This design comes from an exercise in tuning for small area on the open sky130 flow, not from production work.
In this exercise RTL edits were held to simulation tests only and were not proved equivalent to the original.
The clock port is modelled as an ideal driver; clocking choices that lean on that would not hold on a real chip.
Power figures rest on the tool's default switching activity, not on a simulated workload.

$ cat flow/flow/run.sh
#!/bin/bash
# Standard layout with these changes:
#  - synthesis: synth_recipe.tcl with an area-oriented ABC script (flow/synth.tcl,
#    flow/area.abc); registers are untouched;
#  - CTS: clkbuf_8 clusters without dummy loads, slow leaves upsized after CTS
#    (flow/post_cts.tcl);
#  - minimum-size port buffers.
# Each step's full log stays under orfs/logs/; make's own output goes to flow_make.log.
set -euo pipefail
HERE=$(pwd)
export AREA_ABC_SCRIPT=$HERE/flow/area.abc
CTS="-sink_clustering_enable -repair_clock_nets -dont_use_dummy_load -buf_list sky130_fd_sc_hd__clkbuf_8 -root_buf sky130_fd_sc_hd__clkbuf_8 -sink_clustering_size 16 -sink_clustering_max_diameter 60"
bash standard.sh "SYNTH_SCRIPT=$HERE/flow/synth.tcl" "CTS_ARGS=$CTS" "POST_CTS_TCL=$HERE/flow/post_cts.tcl" \
  "BUFFER_PORTS_ARGS=-buffer_cell sky130_fd_sc_hd__buf_1" finish > flow_make.log 2>&1
$ cat flow/flow/area.abc
strash
dc2
dch -f
amap -m
topo
stime -c
$ cat flow/flow/post_cts.tcl
# Post-CTS hook: upsize the clock buffers whose sinks see a slow clock edge,
# then legalize again.
set clk_slew_lim 0.100
set clk_sizes {sky130_fd_sc_hd__clkbuf_4 sky130_fd_sc_hd__clkbuf_8 sky130_fd_sc_hd__clkbuf_16}
estimate_parasitics -placement
for {set it 0} {$it < 3} {incr it} {
  set changed 0
  foreach inst [get_cells -hierarchical clkbuf*] {
    set m [get_property $inst ref_name]
    set i [lsearch $clk_sizes $m]
    if {$i < 0 || $i >= [expr [llength $clk_sizes] - 1]} { continue }
    set opin [get_pins -of_objects $inst -filter "direction == output"]
    set worst 0
    foreach p [get_pins -of_objects [get_nets -of_objects $opin] -filter "direction == input"] {
      set s [get_property $p slew_max]
      if {$s > $worst} { set worst $s }
    }
    if {$worst > $clk_slew_lim} {
      replace_cell $inst [lindex $clk_sizes [expr $i + 1]]
      incr changed
    }
  }
  estimate_parasitics -placement
  puts "post_cts: pass $it upsized $changed clock buffers"
  if {$changed == 0} { break }
}
detailed_placement
check_placement -verbose
estimate_parasitics -placement
$ cat flow/flow/synth.tcl
# synth_recipe.tcl (the standard synthesis) with one change: ABC maps the logic
# with this flow's area-oriented script (flow/area.abc) instead of ORFS's
# speed script. ABC never sees the registers, so they are the standard
# synthesis's, with the same names and cells.
proc synth {args} { yosys synth -nofsm -noshare {*}$args }
proc abc {args} {
  set i [lsearch $args -script]
  if {$i >= 0} { set args [lreplace $args [expr $i + 1] [expr $i + 1] $::env(AREA_ABC_SCRIPT)] }
  yosys abc {*}$args
}
source $::env(SCRIPTS_DIR)/synth.tcl
# left out here: clear keep_hierarchy, flatten, clean up, hide names made inside functions, write 1_2_yosys.v
$ cat flow/standard.sh
#!/bin/bash
# synth_recipe.tcl (not shown) runs the flow's synth.tcl, then flattens the netlist and writes it again
# the make line also repeats each setting of config.mk as NAME=value (left out here)
make -C /OpenROAD-flow-scripts/flow DESIGN_CONFIG=/design/flow/config.mk WORK_HOME=/design/flow/orfs CLKGATE_MAP_FILE= SYNTH_SCRIPT=/design/flow/synth_recipe.tcl "${@:-finish}"
$ cat flow/config.mk
export PLATFORM = sky130hd
export DESIGN_NAME = session_stat_counters
export DESIGN_NICKNAME = session_stat_counters
export VERILOG_FILES = /design/flow/design.v
export SDC_FILE = /design/flow/constraint.sdc
export NUM_CORES = 4
export LEC_CHECK = 0
export CAP_MARGIN = 20
export CORE_MARGIN = 2
export CORE_UTILIZATION = 70
export SLEW_MARGIN = 20
export SYNTH_HIERARCHICAL = 1
export SYNTH_MINIMUM_KEEP_SIZE = 0
$ cat flow/constraint.sdc
create_clock -name core_clock -period 7.0 [get_ports {clk_i}]
set_input_delay 1.4000 -clock core_clock [delete_from_list [all_inputs] [get_ports {clk_i}]]
set_output_delay 1.4000 -clock core_clock [all_outputs]
set_load 0.01 [all_outputs]
$ cat flow/design.v
`timescale 1ns / 1ps
package ssc_pkg;
  localparam int MaxSessions = 1024;
  localparam int NumTotals   = 10;
  localparam int ModeW       = 4;
  localparam int AmountW     = 64;
  localparam int ActiveW     = 11;
  localparam int GaugeW      = $clog2(MaxSessions + 1);
  localparam int AddrW       = $clog2(NumTotals);
  typedef enum logic [ModeW-1:0] {
    MODE_CREATED   = 4'd0,
    MODE_CLOSED    = 4'd1,
    MODE_BYTES_C2B = 4'd2,
    MODE_BYTES_B2C = 4'd3,
    MODE_DGRAM_C2B = 4'd4,
    MODE_DGRAM_B2C = 4'd5,
    MODE_REJECTED  = 4'd6,
    MODE_DROPPED   = 4'd7,
    MODE_ERROR     = 4'd8,
    MODE_TIMEOUT   = 4'd9
  } ssc_mode_e;
  typedef struct packed {
    logic               en;
    logic [AddrW-1:0]   addr;
    logic [AmountW-1:0] data;
  } ssc_wr_t;
endpackage
`timescale 1ns / 1ps
module ssc_total_ram (
  input  logic                        clk_i,
  input  logic                        we_i,     
  input  logic                        hold_i,   
  input  logic [ssc_pkg::AmountW-1:0] d_i,
  output logic [ssc_pkg::AmountW-1:0] q_o
);
  always_ff @(posedge clk_i) begin
    q_o <= (d_i & {ssc_pkg::AmountW{we_i}}) | (q_o & {ssc_pkg::AmountW{hold_i}});
  end
endmodule
`timescale 1ns / 1ps
module session_stat_counters (
  input  logic                             clk_i,
  input  logic                             rst_ni,
  input  logic                             start,
  output logic                             busy,
  input  logic [ssc_pkg::ModeW-1:0]        mode_i,
  input  logic [ssc_pkg::AmountW-1:0]      amount_i,
  output logic                             valid_o,
  output logic                             accepted_o,
  output logic [ssc_pkg::AmountW-1:0]      total_value_o,
  output logic [ssc_pkg::ActiveW-1:0]      active_sessions_o,
  output logic                             saturated_o,
  input  logic                             cfg_valid_i,
  output logic                             cfg_ready_o,
  input  logic                             cfg_data_i
);
  localparam int N = ssc_pkg::NumTotals;
  localparam int W = ssc_pkg::AmountW;
  logic                          udp_q;
  logic                          s1_valid_q;
  logic [ssc_pkg::ModeW-1:0]     s1_mode_q;
  logic [W-1:0]                  s1_amount_q;
  logic [N-1:0][W-1:0]           mem;
  logic [N-1:0]                  vld_q;
  logic [N-1:0]                  sel_q;    
  logic [W-1:0]                  cur_total;
  logic [W-1:0]                  sum;
  logic                          carry;
  logic                          hits_top;
  logic                          ok;
  logic                          amount_is_one;
  logic [W-1:0]                  result;
  logic [ssc_pkg::GaugeW-1:0]    gauge_q;
  logic                          sat_q;
  logic                          valid_q;
  logic                          accepted_q;
  logic [W-1:0]                  total_q;
  logic                          wr_en;
  logic [N-1:0]                  we;
  assign busy        = 1'b0;
  assign cfg_ready_o = 1'b1;
  always_ff @(posedge clk_i or negedge rst_ni) begin
    if (!rst_ni) begin
      udp_q <= 1'b0;
    end else if (cfg_valid_i) begin
      udp_q <= cfg_data_i;
    end
  end
  always_ff @(posedge clk_i or negedge rst_ni) begin
    if (!rst_ni) begin
      s1_valid_q <= 1'b0;
    end else begin
      s1_valid_q <= start;
    end
  end
  always_ff @(posedge clk_i) begin
    s1_mode_q   <= mode_i;
    s1_amount_q <= amount_i;
  end
  always_ff @(posedge clk_i) begin
    for (int k = 0; k < N; k++) begin
      sel_q[k] <= (mode_i == 4'(k)) && (vld_q[k] || we[k]);
    end
  end
  always_comb begin
    cur_total = '0;
    for (int k = 0; k < N; k++) begin
      cur_total = cur_total | (mem[k] & {W{sel_q[k]}});
    end
  end
  assign amount_is_one = (s1_amount_q == W'(1));
  always_comb begin
    case (s1_mode_q)
      4'd0:             ok = amount_is_one && !gauge_q[10];
      4'd1:             ok = amount_is_one && (gauge_q != '0);
      4'd4, 4'd5, 4'd7: ok = udp_q;
      4'd2, 4'd3, 4'd6, 4'd8, 4'd9: ok = 1'b1;
      default:          ok = 1'b0;
    endcase
  end
  logic [W-1:0] pg_p, pg_g;
  logic [W-1:0] cg, cp;    
  always_comb begin
    logic [W-1:0] gg, pp;
    pg_p = cur_total ^ s1_amount_q;
    pg_g = cur_total & s1_amount_q;
    gg = pg_g;
    pp = pg_p;
    for (int l = 1; l < W; l = l * 2) begin
      for (int i = 2 * l - 1; i < W; i = i + 2 * l) begin
        gg[i] = gg[i] | (pp[i] & gg[i - l]);
        pp[i] = pp[i] & pp[i - l];
      end
    end
    for (int l = W / 4; l >= 1; l = l / 2) begin
      for (int i = 3 * l - 1; i < W; i = i + 2 * l) begin
        gg[i] = gg[i] | (pp[i] & gg[i - l]);
        pp[i] = pp[i] & pp[i - l];
      end
    end
    cg = gg;
    cp = pp;
  end
  assign sum      = pg_p ^ {cg[W-2:0], 1'b0};
  assign carry    = cg[W-1];
  assign hits_top = cg[W-1] | cp[W-1];
  assign result       = (sum | {W{hits_top}}) & {W{ok}};
  assign wr_en = s1_valid_q && ok;
  always_ff @(posedge clk_i or negedge rst_ni) begin
    if (!rst_ni) begin
      vld_q <= '0;
    end else if (wr_en) begin
      vld_q[s1_mode_q] <= 1'b1;
    end
  end
  always_comb begin
    for (int k = 0; k < N; k++) begin
      we[k] = wr_en && (s1_mode_q == 4'(k));
    end
  end
  for (genvar k = 0; k < N; k++) begin : g_total
    ssc_total_ram u_total (
      .clk_i  (clk_i),
      .we_i   (we[k]),
      .hold_i (!we[k]),
      .d_i    (result),
      .q_o    (mem[k])
    );
  end
  always_ff @(posedge clk_i or negedge rst_ni) begin
    if (!rst_ni) begin
      gauge_q <= '0;
      sat_q   <= 1'b0;
      valid_q <= 1'b0;
    end else begin
      valid_q <= s1_valid_q;
      if (wr_en) begin
        if (s1_mode_q == 4'd0) begin
          gauge_q <= gauge_q + 1'b1;
        end else if (s1_mode_q == 4'd1) begin
          gauge_q <= gauge_q - 1'b1;
        end
        if (hits_top) begin
          sat_q <= 1'b1;
        end
      end
    end
  end
  always_ff @(posedge clk_i) begin
    accepted_q <= ok;
    total_q    <= result;
  end
  assign valid_o           = valid_q;
  assign accepted_o        = accepted_q;
  assign total_value_o     = total_q;
  assign active_sessions_o = gauge_q[ssc_pkg::ActiveW-1:0];
  assign saturated_o       = sat_q;
endmodule
==> qor.csv, run 1 <==
metric;value;unit
grt_max_degree;67;
power_leakage;12.1;nW
floorplan.io_pins;153;
cts_sinks;808;
power_frac_clock;25.7;%
die_w;206;µm
firstDrtPassIters;10;
synth_async_sr_flop_share;3.09;%
ys_seq_elements;808;
synth_cells;2394;
syn_area;0.0286;mm²
crit_top_cell;nor2_1;
crit_type;register to register;
num-nets-final;2848;
clk_pin_slew;0.10;ns
synth_top_area_cell;dfxtp_1;
yosysWarningCount;8;
cts_tree;yes;
synth-main-ff-cell;dfxtp_1;
antenna_found_initial;1;
ys_types;39;
routed-via-count;24500;
area_growth;10.7;%
viasPerCell;7.67;
finish.instance_area;0.0316;mm²
skew;0.0404;ns
comb_power_share;13.0;%
p_int;6.34;mW
synth-edff-count;0;
p_sw;2.30;mW
dieHeight;206;µm
timing.final.crit_share;92.7;%
grt_pass1_wl;141000;µm
place_hpwl;52800;µm
tightest_slew;1.53;ns
finalSetupViolCount;0;
p_per_area;273;mW/mm²
power;8.64;mW
grt_pass1_vias;23800;
min_period;6.49;ns
hold_path.class;register to register;
overflow;0;
ff2ff_setup_slack;0.51;ns
rsz0062_at_grt;false;
cp_slowest_stage_delay;0.69;ns
drt_iter0_drc;4084;
yosysMostFrequentCell;dfxtp_1;
yosysTopAreaCellShare;54.8;%
ys_seq_area_share;57.0;%
cp_data_arrival_time;6.99;ns
cp.required;7.50;ns
worst_path_max_delay_cell;buf_4;
drv_cap;1;
start_util;70.5;%
dieArea;0.0425;mm²
vdd_drop_max;0.000247;V
post_drt_wl_per_cell;29.8;µm
grtUsageTotal;43.6;%
crit_buf_inv;7;
netlist_top_cells_count;dfxtp_1, a22o_1, a222oi_1, nor2_1, nand2_1;
worstPathMaxFanout;48;
drive_gt1_share;8.26;%
port_buffers;150;
avgSynthCellArea;11.9;µm²
switching_share;26.7;%
timing.hold.ws;0.383;ns
coreArea;0.0406;mm²
nFillCells;2664;
so_faults;capacitance limit, slew limit;
cp-end-kind;register;
place.gp.congestion;0.929;
syn_nets;2577;
drc;0;
drv_slew;65;
seq_power_share;61.2;%
rows;74;
critPathTopFamily;compound AO/OA/AOI/OAI gates;
start_kind;register;
clock_latency;0.60;ns
placedInstanceArea;0.0305;mm²
fmax;0.154;GHz
wirelength;95300;µm
antenna_left;0;
hold_viol;0;
slew_headroom;-1.94;%
status;finished with violations;
synthTopCellsByArea;dfxtp_1, a22o_1, a222oi_1;
==> state kept, by name (all words and copies together), names as in the netlist <==
signal               count
sat_q                    1
vld_q                   10
sel_q                   10
s1_amount_q             64
gauge_q                 11
g_total.u_total.q_o    640
accepted_q               1
udp_q                    1
valid_q                  1
s1_mode_q                4
total_q                 64
s1_valid_q               1
==> power groups by stage <==
stage / combinational (mW) / clock [mW] / sequential (mW)
floorplan: 0.731 / 0 / 5.35
global route: 1.22 / 2.38 / 5.33
detailed placement: 1.06 / 0 / 5.38
finish: 1.12 / 2.22 / 5.29
global placement: 1.01 / 0 / 5.36
==> layout by cell type (no fill, tap or decap), drive strengths merged, types with 3 or more instances in the layout <==
master  netlist  routed
o21a         10      10
a21oi        82      82
nor3          7       7
nand4        80      80
ha           77      77
a211oi       17      17
a31oi        10      10
o41ai         5       5
clkinv       87      77
or4           4       4
or3           4       4
nor4         16      16
buf           2     214
nand2       116     116
nand3         4       4
a222oi      192     192
nor2        131     131
o21ai        30      30
a22o        641     641
fa           33      33
or2           4       4
dfrtp        25      25
a21o         11      11
dfxtp       783     783
and3          3       3
clkbuf        0      57
inv           0      10
==> modules after synthesis, one instance, submodules excluded <==
module	flops+latches	copies in the design	cell area, µm²	cells inside
ssc_total_ram	64	10	1840	128
session_stat_counters	168	1	10200	1114
==> through the flow <==
stage                     cells  utilization, %  worst slack (ns)  setup TNS, ns
after global placement     3138            75.1             0.102              0
after global routing       3195            78.0            0.0883              0
final                      3197            78.0             0.508              0
after floorplan            2394               -            -0.314         -30.99
after detailed placement   3138            75.1           -0.0490         -0.862
==> cell type report <==
class                      count  area, µm²  share of cell area [%]
antenna                        2       5.00                  0.0158
clock buffer                  57        852                    2.69
inverter                      87        328                    1.04
multi-input combinational   1497      12400                    39.1
sequential                   808      16300                    51.6
tap                          532        666                    2.10
timing repair buffer         214       1100                    3.47
==> routing by layer <==
| layer | track usage, % | up-vias | wire (µm) |
|---|---|---|---|
| li1 | - | 10300 | - |
| met1 | 58.0 | 11900 | 35500 |
| met2 | 67.6 | 1964 | 42000 |
| met3 | 9.02 | 378 | 12800 |
| met4 | 22.6 | 0 | 4980 |
| met5 | 0 | - | 0 |
==> path summary, 6_finish.rpt <==
| path | cells after the start | endpoint | startpoint |
|---|---|---|---|
| min | 0 | valid_q$_DFF_PN0_ | s1_valid_q$_DFF_PN0_ |
| max reg2reg | 28 | g_total[1].u_total.q_o[18]$_DFF_P_ | sel_q[7]$_DFF_P_ |
| max in group asynchronous | 2 | vld_q[1]$_DFFE_PN0P_ | rst_ni |
| min reg2reg | 0 | valid_q$_DFF_PN0_ | s1_valid_q$_DFF_PN0_ |
| min in group asynchronous | 2 | vld_q[8]$_DFFE_PN0P_ | rst_ni |
| max | 28 | g_total[1].u_total.q_o[18]$_DFF_P_ | sel_q[7]$_DFF_P_ |
==> logic make-up after synthesis <==
family / synth area share [%]
AOI/OAI and AO/OA: 30.1
DFF: 57.0
other: 0.0263
and+or+nand+nor: 5.92
muxes: 0.0394
buffers and inverters: 1.19
adders and majority gates: 5.68
==> run 2, diff against run 1 <==
--- a/flow/design.v
+++ b/flow/design.v
@@ -61,7 +61,6 @@
   logic [ssc_pkg::ModeW-1:0]     s1_mode_q;
   logic [W-1:0]                  s1_amount_q;
   logic [N-1:0][W-1:0]           mem;
-  logic [N-1:0]                  vld_q;
   logic [N-1:0]                  sel_q;    
   logic [W-1:0]                  cur_total;
   logic [W-1:0]                  sum;
@@ -99,7 +98,7 @@
   end
   always_ff @(posedge clk_i) begin
     for (int k = 0; k < N; k++) begin
-      sel_q[k] <= (mode_i == 4'(k)) && (vld_q[k] || we[k]);
+      sel_q[k] <= (mode_i == 4'(k));
     end
   end
   always_comb begin
@@ -146,13 +145,6 @@
   assign hits_top = cg[W-1] | cp[W-1];
   assign result       = (sum | {W{hits_top}}) & {W{ok}};
   assign wr_en = s1_valid_q && ok;
-  always_ff @(posedge clk_i or negedge rst_ni) begin
-    if (!rst_ni) begin
-      vld_q <= '0;
-    end else if (wr_en) begin
-      vld_q[s1_mode_q] <= 1'b1;
-    end
-  end
   always_comb begin
     for (int k = 0; k < N; k++) begin
       we[k] = wr_en && (s1_mode_q == 4'(k));
@@ -162,7 +154,7 @@
     ssc_total_ram u_total (
       .clk_i  (clk_i),
       .we_i   (we[k]),
-      .hold_i (!we[k]),
+      .hold_i (rst_ni && !we[k]),    
       .d_i    (result),
       .q_o    (mem[k])
     );
--- a/flow/flow/run.sh
+++ b/flow/flow/run.sh
@@ -4,6 +4,8 @@
 #    flow/area.abc); registers are untouched;
 #  - CTS: clkbuf_8 clusters without dummy loads, slow leaves upsized after CTS
 #    (flow/post_cts.tcl);
+#  - after global routing, repair_design once more (flow/post_grt.tcl), since the
+#    timing repair may have upsized loads of nets that were already buffered;
 #  - minimum-size port buffers.
 # Each step's full log stays under orfs/logs/; make's own output goes to flow_make.log.
 set -euo pipefail
@@ -11,4 +13,5 @@
 export AREA_ABC_SCRIPT=$HERE/flow/area.abc
 CTS="-sink_clustering_enable -repair_clock_nets -dont_use_dummy_load -buf_list sky130_fd_sc_hd__clkbuf_8 -root_buf sky130_fd_sc_hd__clkbuf_8 -sink_clustering_size 16 -sink_clustering_max_diameter 60"
 bash standard.sh "SYNTH_SCRIPT=$HERE/flow/synth.tcl" "CTS_ARGS=$CTS" "POST_CTS_TCL=$HERE/flow/post_cts.tcl" \
+  "POST_GLOBAL_ROUTE_TCL=$HERE/flow/post_grt.tcl" \
   "BUFFER_PORTS_ARGS=-buffer_cell sky130_fd_sc_hd__buf_1" finish > flow_make.log 2>&1
==> flow/flow/area.abc (replaced) <==
strash
dch
amap
topo
stime -c
==> flow/flow/post_grt.tcl (new file) <==
# Post-global-route hook: the timing repair above may have upsized loads on
# nets that repair_design had already buffered, so run repair_design once
# more with global-route parasitics, legalize, reroute the changed nets and
# rewrite the route guides.
estimate_parasitics -global_routing
global_route -start_incremental
repair_design -slew_margin 20 -cap_margin 20 -verbose
detailed_placement
global_route -end_incremental
check_placement -verbose
estimate_parasitics -global_routing
write_guides $::env(RESULTS_DIR)/route.guide
--- a/flow/config.mk
+++ b/flow/config.mk
@@ -7,7 +7,7 @@
 export LEC_CHECK = 0
 export CAP_MARGIN = 20
 export CORE_MARGIN = 2
-export CORE_UTILIZATION = 70
+export CORE_UTILIZATION = 75
 export SLEW_MARGIN = 20
 export SYNTH_HIERARCHICAL = 1
 export SYNTH_MINIMUM_KEEP_SIZE = 0
==> run 2 against run 1 <==
  * The run now finishes clean
  * First-iteration DRC count up 8.5%
  * Combinational power is 32% lower
  * Largest power group unchanged
  * Largest cell class unchanged
  * Routed wire length fell by 4.5%
  * Clock-buffer cell count shrank 2
  * Via count is essentially flat
  * Critical path depth down 9
==> qor.csv, run 2 <==
metric;value;unit
grt_pass1_wl;138000;µm
hold_end;valid_q$_DFF_PN0_;
num-nets-final;2788;
pre_cts_slack;0.567;ns
synth_async_sr_flop_share;1.88;%
ff2ff_setup_slack;0.33;ns
firstDrtPassIters;14;
nFillCells;2187;
min_from;s1_valid_q$_DFF_PN0_;
cts_sinks;798;
slew_headroom;18.1;%
clk_pin_slew;0.09;ns
clock_latency;0.60;ns
netlist_top_cells_count;dfxtp_1, a22o_1, a222oi_1, nor2_1, nand2_1;
rr_worst_depth;19;
avgSynthCellArea;12.0;µm²
grt_busiest_layer;met2;
viasPerCell;7.97;
timing.final.crit_share;95.4;%
wirelength;91100;µm
area_growth;9.11;%
hold_viol;0;
yosysTopAreaCellShare;55.7;%
syn_area;0.0281;mm²
min_path_cells;0;
max_flop_register;g_total.u_total.q_o;
ys_types;38;
synth-main-ff-cell;dfxtp_1;
layout_commonest_cell;dfxtp_1;
min_period;6.67;ns
drc;0;
hold_path.class;register to register;
fmax;0.150;GHz
ys_seq_area_share;57.0;%
post_drt_wl_per_cell;29.6;µm
start_util;76.5;%
tightest_slew;1.23;ns
grt_util_met3;12.2;%
place.gp.congestion;0.934;
routed-via-count;24500;
drv_slew;0;
syn_nets;2533;
final_cell_mix;dfxtp_1, a22o_1, a222oi_1, buf_1, nor2_1;
placedInstanceArea;0.0298;mm²
yosysWarningCount;8;
grt_max_degree;65;
coreArea;0.0368;mm²
synth_cells;2354;
met2_usage;69.8;%
floorplan.io_pins;153;
cts_tree;yes;
port_buffers;150;
cp_data_arrival_time;7.21;ns
reg2reg_from;sel_q[4]$_DFF_P_;
cp-end-kind;register;
ys_seq_elements;798;
place_hpwl;50500;µm
synthTopCellsByArea;dfxtp_1, a22o_1, a222oi_1;
dieArea;0.0391;mm²
grt_pass1_vias;24400;
synth_top_area_cell;dfxtp_1;
grt_util_met1;59.5;%
die_w;198;µm
finish.instance_area;0.0307;mm²
p_per_area;252;mW/mm²
top_regs;g_total.u_total.q_o x640, s1_amount_q x64, total_q x64;
antenna_left;0;
dieHeight;198;µm
antenna_found_initial;2;
skew;0.0361;ns
largest_reg_flops;640;
overflow;0;
finalSetupViolCount;0;
drive_gt1_share;5.29;%
r2r-end;g_total[2].u_total.q_o[61]$_DFF_P_;
rows;70;
start_kind;register;
grtUsageTotal;45.9;%
drt_iter0_drc;4433;
setup_ws;0.325;ns
drv_cap;0;
power_leakage;11.6;nW
crit_type;register to register;
yosysMostFrequentCell;dfxtp_1;
status;finished clean;
synth-edff-count;0;
worstPathMaxFanout;27;
vdd_drop_max;0.000324;V
cp.required;7.53;ns
[run 2: cell count changes after synthesis, moves of 5 or more]
cell      before  now
a211oi_1      17    7
clkinv_1      87   74
dfrtp_1       25   15
nand2_1      116  102
nand4_1       80   85
nor2_1       131  136
nor3_1         7   14
o21a_1        10    5
o22ai_1        0    7
o41ai_1        5    0
[run 2: power by group]
part,leakage [nW],total (mW),internal [mW],switching (mW)
registers,6.54,4.76,4.66,0.105
logic,4.66,0.757,0.215,0.541
clock network,0.442,2.21,0.824,1.38
total,11.6,7.73,5.70,2.03
[run 2: metrics by stage]
stage          hold WS, ns  TNS (ns)  instances  util (%)  total power [mW]
6_report             0.488         0       3076      83.5              7.73
3_5_place_dp         0.449         0       3019      81.1              5.58
3_3_place_gp         0.430         0       3019      81.1              5.54
2_1_floorplan        0.394   -233.23       2354         -              5.28
[run 2: per-module statistics from Yosys, one instance, submodules excluded]
module                 cells  cell area, µm²
session_stat_counters   1074            9730
ssc_total_ram            128            1840
[run 2: logic make-up after synthesis]
group / synth area share, %
simple gates: 6.08
buf+inv: 1.04
fa+ha+maj: 5.59
xor+xnor: 0.0311
other cells: 0.0267
compound gates: 30.2
flops: 57.0
[run 2: final cells by class]
type | count | area, µm² | area share, %
antenna | 1 | 2.50 | 0.00815
clock buffer | 55 | 858 | 2.79
inverter | 74 | 278 | 0.904
multi-input combinational | 1480 | 12000 | 39.0
sequential | 798 | 16100 | 52.3
tap | 468 | 586 | 1.91
timing repair buffer | 200 | 951 | 3.10
[run 2: critical path, stage by stage (launching register included)]
cell	delay (ns)
dfxtp_2	0.70
buf_4	0.57
buf_4	0.48
a222oi_1	0.16
nand4_1	0.20
ha_1	0.17
nand4_1	0.13
or2_0	0.31
o221ai_1	0.60
a211oi_2	0.33
o221ai_1	0.46
clkinv_1	0.27
o21ai_0	0.31
clkinv_1	0.17
o21a_1	0.23
fa_1	0.40
nand2_1	0.08
o21ai_0	0.08
a21oi_1	0.68
a22o_1	0.24
[run 2: worst max-delay path by stage]
stage	startpoint	end	slack, ns	cells after the start
floorplan	s1_mode_q[2]$_DFF_P_	g_total[4].u_total.q_o[61]$_DFF_P_	-1.27	11
global placement	sel_q[0]$_DFF_P_	g_total[1].u_total.q_o[62]$_DFF_P_	0.73	22
detailed placement	sel_q[8]$_DFF_P_	g_total[7].u_total.q_o[62]$_DFF_P_	0.57	21
finish	sel_q[4]$_DFF_P_	g_total[2].u_total.q_o[61]$_DFF_P_	0.33	19
[run 2: layer usage]
| layer | vias to the layer above | wire length, µm |
|---|---|---|
| met5 | - | 0 |
| met2 | 2229 | 39900 |
| met4 | 0 | 5170 |
| met1 | 11700 | 31700 |
| li1 | 10100 | - |
| met3 | 489 | 14200 |
==> run 3, diff against run 2 <==
--- a/flow/design.v
+++ b/flow/design.v
@@ -58,7 +58,6 @@
   localparam int W = ssc_pkg::AmountW;
   logic                          udp_q;
   logic                          s1_valid_q;
-  logic [ssc_pkg::ModeW-1:0]     s1_mode_q;
   logic [W-1:0]                  s1_amount_q;
   logic [N-1:0][W-1:0]           mem;
   logic [N-1:0]                  sel_q;    
@@ -93,7 +92,6 @@
     end
   end
   always_ff @(posedge clk_i) begin
-    s1_mode_q   <= mode_i;
     s1_amount_q <= amount_i;
   end
   always_ff @(posedge clk_i) begin
@@ -108,15 +106,10 @@
     end
   end
   assign amount_is_one = (s1_amount_q == W'(1));
-  always_comb begin
-    case (s1_mode_q)
-      4'd0:             ok = amount_is_one && !gauge_q[10];
-      4'd1:             ok = amount_is_one && (gauge_q != '0);
-      4'd4, 4'd5, 4'd7: ok = udp_q;
-      4'd2, 4'd3, 4'd6, 4'd8, 4'd9: ok = 1'b1;
-      default:          ok = 1'b0;
-    endcase
-  end
+  assign ok = (sel_q[0] && amount_is_one && !gauge_q[10]) ||
+              (sel_q[1] && amount_is_one && (gauge_q != '0)) ||
+              ((sel_q[4] || sel_q[5] || sel_q[7]) && udp_q) ||
+              sel_q[2] || sel_q[3] || sel_q[6] || sel_q[8] || sel_q[9];
   logic [W-1:0] pg_p, pg_g;
   logic [W-1:0] cg, cp;    
   always_comb begin
@@ -147,7 +140,7 @@
   assign wr_en = s1_valid_q && ok;
   always_comb begin
     for (int k = 0; k < N; k++) begin
-      we[k] = wr_en && (s1_mode_q == 4'(k));
+      we[k] = wr_en && sel_q[k];
     end
   end
   for (genvar k = 0; k < N; k++) begin : g_total
@@ -167,9 +160,9 @@
     end else begin
       valid_q <= s1_valid_q;
       if (wr_en) begin
-        if (s1_mode_q == 4'd0) begin
+        if (sel_q[0]) begin
           gauge_q <= gauge_q + 1'b1;
-        end else if (s1_mode_q == 4'd1) begin
+        end else if (sel_q[1]) begin
           gauge_q <= gauge_q - 1'b1;
         end
         if (hits_top) begin
==> run 3 against run 2 <==
  * Non-clock buffer count grew 2
  * Combinational power shrank 4.1%
  * Flip-flop and latch count shrank 4
  * Core utilization is essentially flat
  * Power shrank 1.2%
  * Clock power is essentially flat
  * Final cell count shrank 0.20%
  * Register-to-register slack gained 0.04 ns
  * Critical endpoint is now g_total[1].u_total.q_o[63]$_DFF_P_
  * Highest routed layer is now met5
==> qor.csv, run 3 <==
metric;value;unit
power_leakage;11.6;nW
crit_type;register to register;
hold_path.class;register to register;
clock_latency;0.60;ns
synth-edff-count;0;
grtUsageTotal;46.6;%
yosys.area_share.adder;5.61;%
multiInputGateArea;0.0119;mm²
nFillCells;2155;
drive_gt1_share;5.50;%
hold_end;valid_q$_DFF_PN0_;
start_util;76.4;%
synth_top_family_by_area;compound AO/OA/AOI/OAI gates;
fmax;0.151;GHz
floorplan.io_pins;153;
final_cell_mix;dfxtp_1, a22o_1, a222oi_1, buf_1, nor2_1;
post_drt_wl_per_cell;29.9;µm
clk_pin_slew;0.10;ns
cts_tree;yes;
finalSetupViolCount;0;
antenna_found_initial;2;
cts_sinks;794;
crit_top_cell;clkinv_1;
r2r-end;g_total[1].u_total.q_o[63]$_DFF_P_;
power;7.63;mW
min_from;s1_valid_q$_DFF_PN0_;
drc;0;
place.gp.congestion;0.912;
top_regs;g_total.u_total.q_o x640, s1_amount_q x64, total_q x64;
drv_slew;0;
skew;0.0583;ns
place_hpwl;50800;µm
p_per_area;249;mW/mm²
max_flop_register;g_total.u_total.q_o;
netlist_top_cells_count;dfxtp_1, a22o_1, a222oi_1, nor2_1, nand2_1;
die_w;197;µm
cp-end-kind;register;
dp.cells;3013;
synth_compound_gate_area_share;30.3;%
grt_max_degree;67;
avgSynthCellArea;12.0;µm²
routed-via-count;24400;
vdd_drop_max;0.000250;V
crit_buf_inv;5;
rows;70;
yosysWarningCount;8;
synth-main-ff-cell;dfxtp_1;
synthXorXnorAreaFrac;0;%
drt_iter0_drc;4319;
cp_slowest_stage_delay;0.69;ns
muxShareOfSynthArea;0;%
worst_path_max_delay_cell;a221oi_1;
antenna_left;0;
grt_pass1_vias;24400;
status;finished clean;
synth_async_sr_flop_share;1.89;%
path_cells;buf_4, a222oi_1, nand4_1, ha_1, a21oi_1, clkinv_1, a221oi_1, nor2_1, a2111oi_1, o2111a_1, nand2_1, clkinv_1, o21ai_0, clkinv_1, o21ai_1, clkinv_1, o21a_1, o21ai_0, fa_1, a21oi_1, nor2_1, nor2_2, a22o_1;
start_kind;register;
tightest_slew;1.18;ns
area_growth;9.24;%
yosysTopAreaCellShare;55.6;%
viasPerCell;7.93;
ff2ff_setup_slack;0.36;ns
firstDrtPassIters;12;
stdcell_count;3070;
critPathTopFamily;compound AO/OA/AOI/OAI gates;
dieArea;0.0390;mm²
timing.final.crit_share;94.8;%
slew_headroom;21.0;%
placedInstanceArea;0.0298;mm²
ys_types;39;
drv_cap;0;
syn_area;0.0280;mm²
synthTopCellsByArea;dfxtp_1, a22o_1, a222oi_1;
rr_worst_depth;23;
coreArea;0.0367;mm²
worstPathMaxFanout;33;
overflow;0;
cp.required;7.53;ns
dieHeight;197;µm
cp_data_arrival_time;7.17;ns
ys_seq_elements;794;
yosysMostFrequentCell;dfxtp_1;
regArea;0.0160;mm²
synth_cells;2345;
syn_nets;2524;
synth_simple_gate_area_share;6.08;%
min_path_cells;0;
finish.instance_area;0.0306;mm²
layout_commonest_cell;dfxtp_1;
port_buffers;150;
wirelength;91900;µm
finalSetupTns;0;ns
ys_seq_area_share;56.9;%
num-nets-final;2782;
timing.hold.ws;0.472;ns
min_period;6.64;ns
grt_pass1_wl;140000;µm
reg2reg_from;sel_q[6]$_DFF_P_;
synth_top_area_cell;dfxtp_1;
largest_reg_flops;640;
hold_viol;0;
==> run 3: changes by cell type after synthesis, sizes merged, moves of 4 or more <==
| cell | before | now |
|---|---|---|
| dfxtp | 783 | 779 |
| nand4 | 85 | 79 |
| a211oi | 7 | 2 |
| a21oi | 85 | 89 |
| nor3 | 14 | 9 |
==> run 3: Yosys stat by module, one instance, submodules excluded <==
module / cells inside / flip-flops and latches / area (µm²)
ssc_total_ram: 128 / 64 / 1840
session_stat_counters: 1065 / 154 / 9630
==> run 3: how the worst max path moves through the flow <==
| stage | startpoint | end | slack (ns) | cells after the start |
|---|---|---|---|---|
| final | sel_q[6]$_DFF_P_ | g_total[1].u_total.q_o[63]$_DFF_P_ | 0.36 | 23 |
| after detailed placement | sel_q[5]$_DFF_P_ | g_total[1].u_total.q_o[63]$_DFF_P_ | 0.35 | 26 |
| after global placement | sel_q[6]$_DFF_P_ | g_total[0].u_total.q_o[63]$_DFF_P_ | 0.60 | 23 |
| after floorplan | sel_q[5]$_DFF_P_ | g_total[0].u_total.q_o[61]$_DFF_P_ | 0.28 | 8 |
==> run 3: worst register-to-register path: cells and delay by family (launching register included) <==
family,cells,cell delay (ns)
AOI/OAI and AO/OA,11,3.07
and+or+nand+nor,5,0.87
adders and majority gates,2,0.72
DFF,1,0.66
buffers and inverters,5,1.26
==> run 3: area by class of cell <==
class | count | share of cell area [%]
Sequential cell | 794 | 52.2
Multi-Input combinational cell | 1476 | 39.0
Timing Repair Buffer | 202 | 3.23
Clock buffer | 56 | 2.77
Tap cell | 468 | 1.91
Inverter | 73 | 0.894
Antenna cell | 1 | 0.00817
==> run 3: metrics by stage <==
step	setup WS [ns]	utilization, %
finish	0.361	83.5
detailed placement	0.351	81.1
global placement	0.602	81.0
floorplan	0.283	-
==> run 3: kinds of logic after synthesis <==
family                     after synthesis
and+or+nand+nor                        368
other                                    2
DFF                                    794
AOI/OAI and AO/OA                     1000
buffers and inverters                   75
adders and majority gates              106
==> run 3: report_power, final <==
part	internal [mW]	switching [mW]	total (mW)
sequential	4.62	0.0985	4.72
combinational	0.197	0.529	0.726
clock	0.811	1.38	2.19
==> run 3: per-layer routing <==
layer | vias up | share of wire [%] | GRT usage, %
met5 | - | 0.014 | 0
met4 | 2 | 6.8 | 31.8
met3 | 527 | 15 | 13.2
met2 | 2179 | 43 | 70.6
met1 | 11600 | 35 | 58.0
li1 | 10100 | - | -

==> port drivers added, routing unchanged <==
No port has a modelled driver above. Below, the same layouts with a new extraction and two added sets of constraints. Step 1, drivers: a clkbuf_16 drives clk_i and a buf_2 each remaining input, both assumed. Step 2 also shifts input and output timing later by t, the mid clock arrival at the registers, as if the neighbouring blocks saw the same clock. a / b / c = ideal / step 1 / step 2; a / b = the first two.
| run | shift t [ns] | slack for setup (ns) | worst slew at a driven data input, ns |
|---|---|---|---|
| run 1 | 0.639 | 0.508 / 0.508 / 0.508 | 0.04 |
| run 2 | 0.639 | 0.325 / 0.325 / 0.325 | 0.04 |
| run 3 | 0.637 | 0.361 / 0.361 / 0.361 | 0.14 |
